Source: an optimization exercise on an open RTL-to-GDS flow (aim: small area and a short achievable clock period). Production flows keep margins and buffers that such runs may drop.
Function was checked by simulation only, so behaviour that the tests miss may differ from the original.
Power is estimated from default activity; no workload was simulated.

==> flow/design.v <==
`default_nettype none
module exmem_stage_task3 #(
    parameter int XLEN = 64,
    parameter int RW   = 5
) (
    input  logic            clk,
    input  logic            reset,
    input  logic [XLEN-1:0] a,
    input  logic [XLEN-1:0] readdata1,
    input  logic [XLEN-1:0] readdata2,
    input  logic [XLEN-1:0] imm_data,
    input  logic [RW-1:0]   rs1,
    input  logic [RW-1:0]   rs2,
    input  logic [RW-1:0]   rd,
    input  logic [3:0]      funct4,
    input  logic            Branch,
    input  logic            Memread,
    input  logic            Memtoreg,
    input  logic            Memwrite,
    input  logic            Regwrite,
    input  logic            Alusrc,
    input  logic [1:0]      aluop,
    input  logic            hold,
    input  logic            flush,
    input  logic [RW-1:0]   memwb_rd,
    input  logic            memwb_regwrite,
    input  logic [XLEN-1:0] memwb_wdata,
    output logic [XLEN-1:0] branch_target,
    output logic [XLEN-1:0] alu_result,
    output logic [XLEN-1:0] write_data,
    output logic            zero,
    output logic [RW-1:0]   rd_out,
    output logic            Branch_o,
    output logic            Memread_o,
    output logic            Memtoreg_o,
    output logic            Memwrite_o,
    output logic            Regwrite_o,
    output logic            pc_src
);
    localparam int SHW = $clog2(XLEN);
    logic [XLEN-1:0] bt_q;
    logic [XLEN-1:0] alu_q;
    logic [XLEN-1:0] wd_q;
    logic            vld_q;    
    logic [RW-1:0]   rd_q;
    logic            br_q, mr_q, mtr_q, mw_q, rw_q;
    logic            pcs_q;    
    logic ex_a, ex_b, wb_a, wb_b;
    logic [XLEN-1:0] fa, fb, ob;
    always_comb begin
        ex_a = rw_q && (rd_q != '0) && (rd_q == rs1);
        ex_b = rw_q && (rd_q != '0) && (rd_q == rs2);
        wb_a = memwb_regwrite && (memwb_rd != '0) && (memwb_rd == rs1);
        wb_b = memwb_regwrite && (memwb_rd != '0) && (memwb_rd == rs2);
        fa = ex_a ? alu_q : (wb_a ? memwb_wdata : readdata1);
        fb = ex_b ? alu_q : (wb_b ? memwb_wdata : readdata2);
        ob = Alusrc ? imm_data : fb;
    end
    logic op_sub, op_and, op_or, op_xor, op_sl, op_sr, op_sra, op_add;
    always_comb begin
        op_sub = 1'b0; op_and = 1'b0; op_or = 1'b0; op_xor = 1'b0;
        op_sl  = 1'b0; op_sr  = 1'b0; op_sra = 1'b0;
        if (aluop == 2'b01) op_sub = 1'b1;
        else if (aluop == 2'b10) begin
            case (funct4)
                4'b1000: op_sub = 1'b1;
                4'b0111: op_and = 1'b1;
                4'b0110: op_or  = 1'b1;
                4'b0100: op_xor = 1'b1;
                4'b0001: op_sl  = 1'b1;
                4'b0101: op_sr  = 1'b1;
                4'b1101: begin op_sr = 1'b1; op_sra = 1'b1; end
                default: ;
            endcase
        end
        op_add = !(op_and | op_or | op_xor | op_sl | op_sr);
    end
    localparam int LG = $clog2(XLEN);
    logic [XLEN-1:0] obx, p, g, sum;
    logic [XLEN-1:0] pg_g [0:2*LG];
    logic [XLEN-1:0] pg_p [0:2*LG];
    always_comb begin
        obx = ob ^ {XLEN{op_sub}};
        p   = fa ^ obx;
        g   = fa & obx;
        pg_g[0]    = g;
        pg_p[0]    = p;
        pg_g[0][0] = g[0] | (p[0] & op_sub);    
        for (int l = 0; l < LG; l++)
            for (int i = 0; i < XLEN; i++)
                if (((i + 1) % (1 << (l + 1))) == 0) begin
                    pg_g[l+1][i] = pg_g[l][i] | (pg_p[l][i] & pg_g[l][i - (1 << l)]);
                    pg_p[l+1][i] = pg_p[l][i] & pg_p[l][i - (1 << l)];
                end else begin
                    pg_g[l+1][i] = pg_g[l][i];
                    pg_p[l+1][i] = pg_p[l][i];
                end
        for (int k = 0; k < LG; k++)
            for (int i = 0; i < XLEN; i++)
                if ((LG - 2 - k >= 0) && (((i + 1) % (1 << (LG - 1 - k))) == (1 << (LG - 2 - k)))
                        && (i >= (1 << (LG - 1 - k)))) begin
                    pg_g[LG+k+1][i] = pg_g[LG+k][i] | (pg_p[LG+k][i] & pg_g[LG+k][i - (1 << (LG - 2 - k))]);
                    pg_p[LG+k+1][i] = pg_p[LG+k][i] & pg_p[LG+k][i - (1 << (LG - 2 - k))];
                end else begin
                    pg_g[LG+k+1][i] = pg_g[LG+k][i];
                    pg_p[LG+k+1][i] = pg_p[LG+k][i];
                end
        sum = p ^ {pg_g[2*LG][XLEN-2:0], op_sub};
    end
    logic [XLEN-1:0] sh_in, sh_out;
    logic [SHW-1:0]  shamt;
    logic            fill;
    always_comb begin
        shamt = ob[SHW-1:0];
        for (int i = 0; i < XLEN; i++) sh_in[i] = op_sl ? fa[XLEN-1-i] : fa[i];
        fill   = op_sra & fa[XLEN-1];
        sh_out = XLEN'($signed({fill, sh_in}) >>> shamt);
    end
    logic [XLEN-1:0] res, res_nadd;
    always_comb begin
        for (int i = 0; i < XLEN; i++)
            res_nadd[i] = (op_and & g[i])
                        | (op_or  & (p[i] | g[i]))
                        | (op_xor & p[i])
                        | (op_sr  & sh_out[i])
                        | (op_sl  & sh_out[XLEN-1-i]);
        res      = op_add ? sum : res_nadd;
    end
    logic eq, ult, slt, taken;
    always_comb begin
        eq  = (fa == fb);
        ult = (fa < fb);
        slt = ult ^ fa[XLEN-1] ^ fb[XLEN-1];
        case (funct4[2:0])
            3'b000:  taken = eq;
            3'b001:  taken = !eq;
            3'b100:  taken = slt;
            3'b101:  taken = !slt;
            3'b110:  taken = ult;
            3'b111:  taken = !ult;
            default: taken = 1'b0;
        endcase
    end
    localparam int BN = XLEN - 1;
    localparam int BL = $clog2(BN);
    logic [BN-1:0] bx, by, bp, bc;
    logic [BN-1:0] bk_g [0:2*BL];
    logic [BN-1:0] bk_p [0:2*BL];
    logic [XLEN-1:0] bt_sum;
    always_comb begin
        bx = a[XLEN-1:1];
        by = imm_data[XLEN-2:0];
        bp = bx ^ by;
        bk_g[0] = bx & by;
        bk_p[0] = bp;
        for (int l = 0; l < BL; l++)
            for (int i = 0; i < BN; i++)
                if (((i + 1) % (1 << (l + 1))) == 0) begin
                    bk_g[l+1][i] = bk_g[l][i] | (bk_p[l][i] & bk_g[l][i - (1 << l)]);
                    bk_p[l+1][i] = bk_p[l][i] & bk_p[l][i - (1 << l)];
                end else begin
                    bk_g[l+1][i] = bk_g[l][i];
                    bk_p[l+1][i] = bk_p[l][i];
                end
        for (int k = 0; k < BL; k++)
            for (int i = 0; i < BN; i++)
                if ((BL - 2 - k >= 0) && (((i + 1) % (1 << (BL - 1 - k))) == (1 << (BL - 2 - k)))
                        && (i >= (1 << (BL - 1 - k)))) begin
                    bk_g[BL+k+1][i] = bk_g[BL+k][i] | (bk_p[BL+k][i] & bk_g[BL+k][i - (1 << (BL - 2 - k))]);
                    bk_p[BL+k+1][i] = bk_p[BL+k][i] & bk_p[BL+k][i - (1 << (BL - 2 - k))];
                end else begin
                    bk_g[BL+k+1][i] = bk_g[BL+k][i];
                    bk_p[BL+k+1][i] = bk_p[BL+k][i];
                end
        bc = {bk_g[2*BL][BN-2:0], 1'b0};
        bt_sum = {bp ^ bc, a[0]};
    end
    logic load;
    assign load = flush | !hold;
    always_ff @(posedge clk or posedge reset) begin
        if (reset) begin
            bt_q   <= '0;
            alu_q  <= '0;
            wd_q   <= '0;
            vld_q  <= 1'b0;
            rd_q   <= '0;
        end else if (load) begin
            bt_q   <= bt_sum;
            alu_q  <= res;
            wd_q   <= fb;
            vld_q  <= 1'b1;
            rd_q   <= rd;
        end
    end
    always_ff @(posedge clk or posedge reset) begin
        if (reset) begin
            br_q  <= 1'b0;
            mr_q  <= 1'b0;
            mtr_q <= 1'b0;
            mw_q  <= 1'b0;
            rw_q  <= 1'b0;
            pcs_q <= 1'b0;
        end else if (flush) begin
            br_q  <= 1'b0;
            mr_q  <= 1'b0;
            mtr_q <= 1'b0;
            mw_q  <= 1'b0;
            rw_q  <= 1'b0;
            pcs_q <= 1'b0;
        end else if (!hold) begin
            br_q  <= Branch;
            mr_q  <= Memread;
            mtr_q <= Memtoreg;
            mw_q  <= Memwrite;
            rw_q  <= Regwrite;
            pcs_q <= Branch & taken;
        end
    end
    assign branch_target = bt_q;
    assign alu_result    = alu_q;
    assign write_data    = wd_q;
    assign zero          = vld_q & (alu_q == '0);
    assign rd_out        = rd_q;
    assign Branch_o      = br_q;
    assign Memread_o     = mr_q;
    assign Memtoreg_o    = mtr_q;
    assign Memwrite_o    = mw_q;
    assign Regwrite_o    = rw_q;
    assign pc_src        = pcs_q;
endmodule
`default_nettype wire
==> flow/config.mk <==
export PLATFORM = sky130hd
export DESIGN_NAME = exmem_stage_task3
export DESIGN_NICKNAME = exmem_stage_task3
export VERILOG_FILES = /design/flow/design.v
export SDC_FILE = /design/flow/constraint.sdc
export NUM_CORES = 4
export LEC_CHECK = 0
export ABC_AREA = 1
export CAP_MARGIN = 20
export CORE_MARGIN = 2
export CORE_UTILIZATION = 45
export CTS_BUF_LIST = sky130_fd_sc_hd__clkbuf_8
export SETUP_SLACK_MARGIN = 4
export SLEW_MARGIN = 20
==> flow/constraint.sdc <==
create_clock -name core_clock -period 10.0 [get_ports {clk}]
set_input_delay 2.0000 -clock core_clock [delete_from_list [all_inputs] [get_ports {clk}]]
set_output_delay 2.0000 -clock core_clock [all_outputs]
set_load 0.01 [all_outputs]
standard.sh (not shown) runs the stock make flow with config.mk's settings and CLKGATE_MAP_FILE= SYNTH_SCRIPT=/design/flow/synth_recipe.tcl, a recipe that flattens the netlist after the stock synthesis.
==> flow/flow/run.sh <==
#!/bin/bash
set -euo pipefail
export BUFFER_PORTS_ARGS="-buffer_cell sky130_fd_sc_hd__buf_1"
bash standard.sh finish > standard_make.log 2>&1
Rerun with:
--- a/flow/design.v
+++ b/flow/design.v
@@ -38,13 +38,13 @@
     output logic            pc_src
 );
     localparam int SHW = $clog2(XLEN);
     logic [XLEN-1:0] bt_q;
     logic [XLEN-1:0] alu_q;
     logic [XLEN-1:0] wd_q;
-    logic            vld_q;    
+    logic            zero_q;
     logic [RW-1:0]   rd_q;
     logic            br_q, mr_q, mtr_q, mw_q, rw_q;
     logic            pcs_q;    
     logic ex_a, ex_b, wb_a, wb_b;
     logic [XLEN-1:0] fa, fb, ob;
     always_comb begin
@@ -74,60 +74,58 @@
             endcase
         end
         op_add = !(op_and | op_or | op_xor | op_sl | op_sr);
     end
     localparam int LG = $clog2(XLEN);
     logic [XLEN-1:0] obx, p, g, sum;
-    logic [XLEN-1:0] pg_g [0:2*LG];
-    logic [XLEN-1:0] pg_p [0:2*LG];
+    logic [XLEN-1:0] pg_g [0:LG];
+    logic [XLEN-1:0] pg_p [0:LG];
     always_comb begin
         obx = ob ^ {XLEN{op_sub}};
         p   = fa ^ obx;
         g   = fa & obx;
         pg_g[0]    = g;
         pg_p[0]    = p;
         pg_g[0][0] = g[0] | (p[0] & op_sub);    
         for (int l = 0; l < LG; l++)
             for (int i = 0; i < XLEN; i++)
-                if (((i + 1) % (1 << (l + 1))) == 0) begin
-                    pg_g[l+1][i] = pg_g[l][i] | (pg_p[l][i] & pg_g[l][i - (1 << l)]);
-                    pg_p[l+1][i] = pg_p[l][i] & pg_p[l][i - (1 << l)];
+                if ((i >> l) & 1) begin
+                    pg_g[l+1][i] = pg_g[l][i] | (pg_p[l][i] & pg_g[l][((i >> l) << l) - 1]);
+                    pg_p[l+1][i] = pg_p[l][i] & pg_p[l][((i >> l) << l) - 1];
                 end else begin
                     pg_g[l+1][i] = pg_g[l][i];
                     pg_p[l+1][i] = pg_p[l][i];
                 end
-        for (int k = 0; k < LG; k++)
-            for (int i = 0; i < XLEN; i++)
-                if ((LG - 2 - k >= 0) && (((i + 1) % (1 << (LG - 1 - k))) == (1 << (LG - 2 - k)))
-                        && (i >= (1 << (LG - 1 - k)))) begin
-                    pg_g[LG+k+1][i] = pg_g[LG+k][i] | (pg_p[LG+k][i] & pg_g[LG+k][i - (1 << (LG - 2 - k))]);
-                    pg_p[LG+k+1][i] = pg_p[LG+k][i] & pg_p[LG+k][i - (1 << (LG - 2 - k))];
-                end else begin
-                    pg_g[LG+k+1][i] = pg_g[LG+k][i];
-                    pg_p[LG+k+1][i] = pg_p[LG+k][i];
-                end
-        sum = p ^ {pg_g[2*LG][XLEN-2:0], op_sub};
+        sum = p ^ {pg_g[LG][XLEN-2:0], op_sub};
+    end
+    logic zsum;
+    always_comb begin
+        zsum = (p[0] == op_sub);
+        for (int i = 1; i < XLEN; i++)
+            zsum = zsum & (p[i] == (p[i-1] | g[i-1]));
     end
     logic [XLEN-1:0] sh_in, sh_out;
     logic [SHW-1:0]  shamt;
     logic            fill;
     always_comb begin
         shamt = ob[SHW-1:0];
         for (int i = 0; i < XLEN; i++) sh_in[i] = op_sl ? fa[XLEN-1-i] : fa[i];
         fill   = op_sra & fa[XLEN-1];
         sh_out = XLEN'($signed({fill, sh_in}) >>> shamt);
     end
     logic [XLEN-1:0] res, res_nadd;
+    logic            res_zero;
     always_comb begin
         for (int i = 0; i < XLEN; i++)
             res_nadd[i] = (op_and & g[i])
                         | (op_or  & (p[i] | g[i]))
                         | (op_xor & p[i])
                         | (op_sr  & sh_out[i])
                         | (op_sl  & sh_out[XLEN-1-i]);
         res      = op_add ? sum : res_nadd;
+        res_zero = op_add ? zsum : (res_nadd == '0);
     end
     logic eq, ult, slt, taken;
     always_comb begin
         eq  = (fa == fb);
         ult = (fa < fb);
         slt = ult ^ fa[XLEN-1] ^ fb[XLEN-1];
@@ -179,19 +177,19 @@
     assign load = flush | !hold;
     always_ff @(posedge clk or posedge reset) begin
         if (reset) begin
             bt_q   <= '0;
             alu_q  <= '0;
             wd_q   <= '0;
-            vld_q  <= 1'b0;
+            zero_q <= 1'b0;
             rd_q   <= '0;
         end else if (load) begin
             bt_q   <= bt_sum;
             alu_q  <= res;
             wd_q   <= fb;
-            vld_q  <= 1'b1;
+            zero_q <= res_zero;
             rd_q   <= rd;
         end
     end
     always_ff @(posedge clk or posedge reset) begin
         if (reset) begin
             br_q  <= 1'b0;
@@ -216,13 +214,13 @@
             pcs_q <= Branch & taken;
         end
     end
     assign branch_target = bt_q;
     assign alu_result    = alu_q;
     assign write_data    = wd_q;
-    assign zero          = vld_q & (alu_q == '0);
+    assign zero          = zero_q;
     assign rd_out        = rd_q;
     assign Branch_o      = br_q;
     assign Memread_o     = mr_q;
     assign Memtoreg_o    = mtr_q;
     assign Memwrite_o    = mw_q;
     assign Regwrite_o    = rw_q;
The changed run completed with no timing, DRC or antenna violations.
Design area rose by a few percent.
Cell count increases by a few percent.
Core utilization is lower by 0.37 points.
Non-clock buffer count decreases by 25.
Synthesized area goes up by a few percent.
Total power is higher by a few percent.
Setup slack gains 0.042 ns.
Via count rises by roughly a tenth.
Die area goes up by a few percent.
Maximum frequency grows slightly.
Wire length is higher by about a fifth.
Count of clock-buffer cells in the layout went down by 6.

-- static timing again, ports no longer ideal --
The results above use ideal ports. As a check the final layouts listed here were re-extracted and re-timed, cells and wires unchanged.
Step 1, drivers: a clkbuf_16 drives clk and a buf_2 each remaining input, both assumed.
Step 2 also shifts input and output timing later by t, the mid clock arrival at the registers, as if the neighbouring blocks saw the same clock.
Slacks: ideal / step 1 / step 2; pairs: ideal / step 1.
run	shift t [ns]	setup slack, ns	cell pins on the clock port's net
the first run	0.728	3.826 / 3.865 / 3.137	1
the second run	0.725	3.868 / 3.889 / 3.164	1
After both steps setup and hold are still met in every run listed. The setup slack of the second run, which loses most, moves by +0.021 ns with the drivers and by -0.704 ns with both steps.
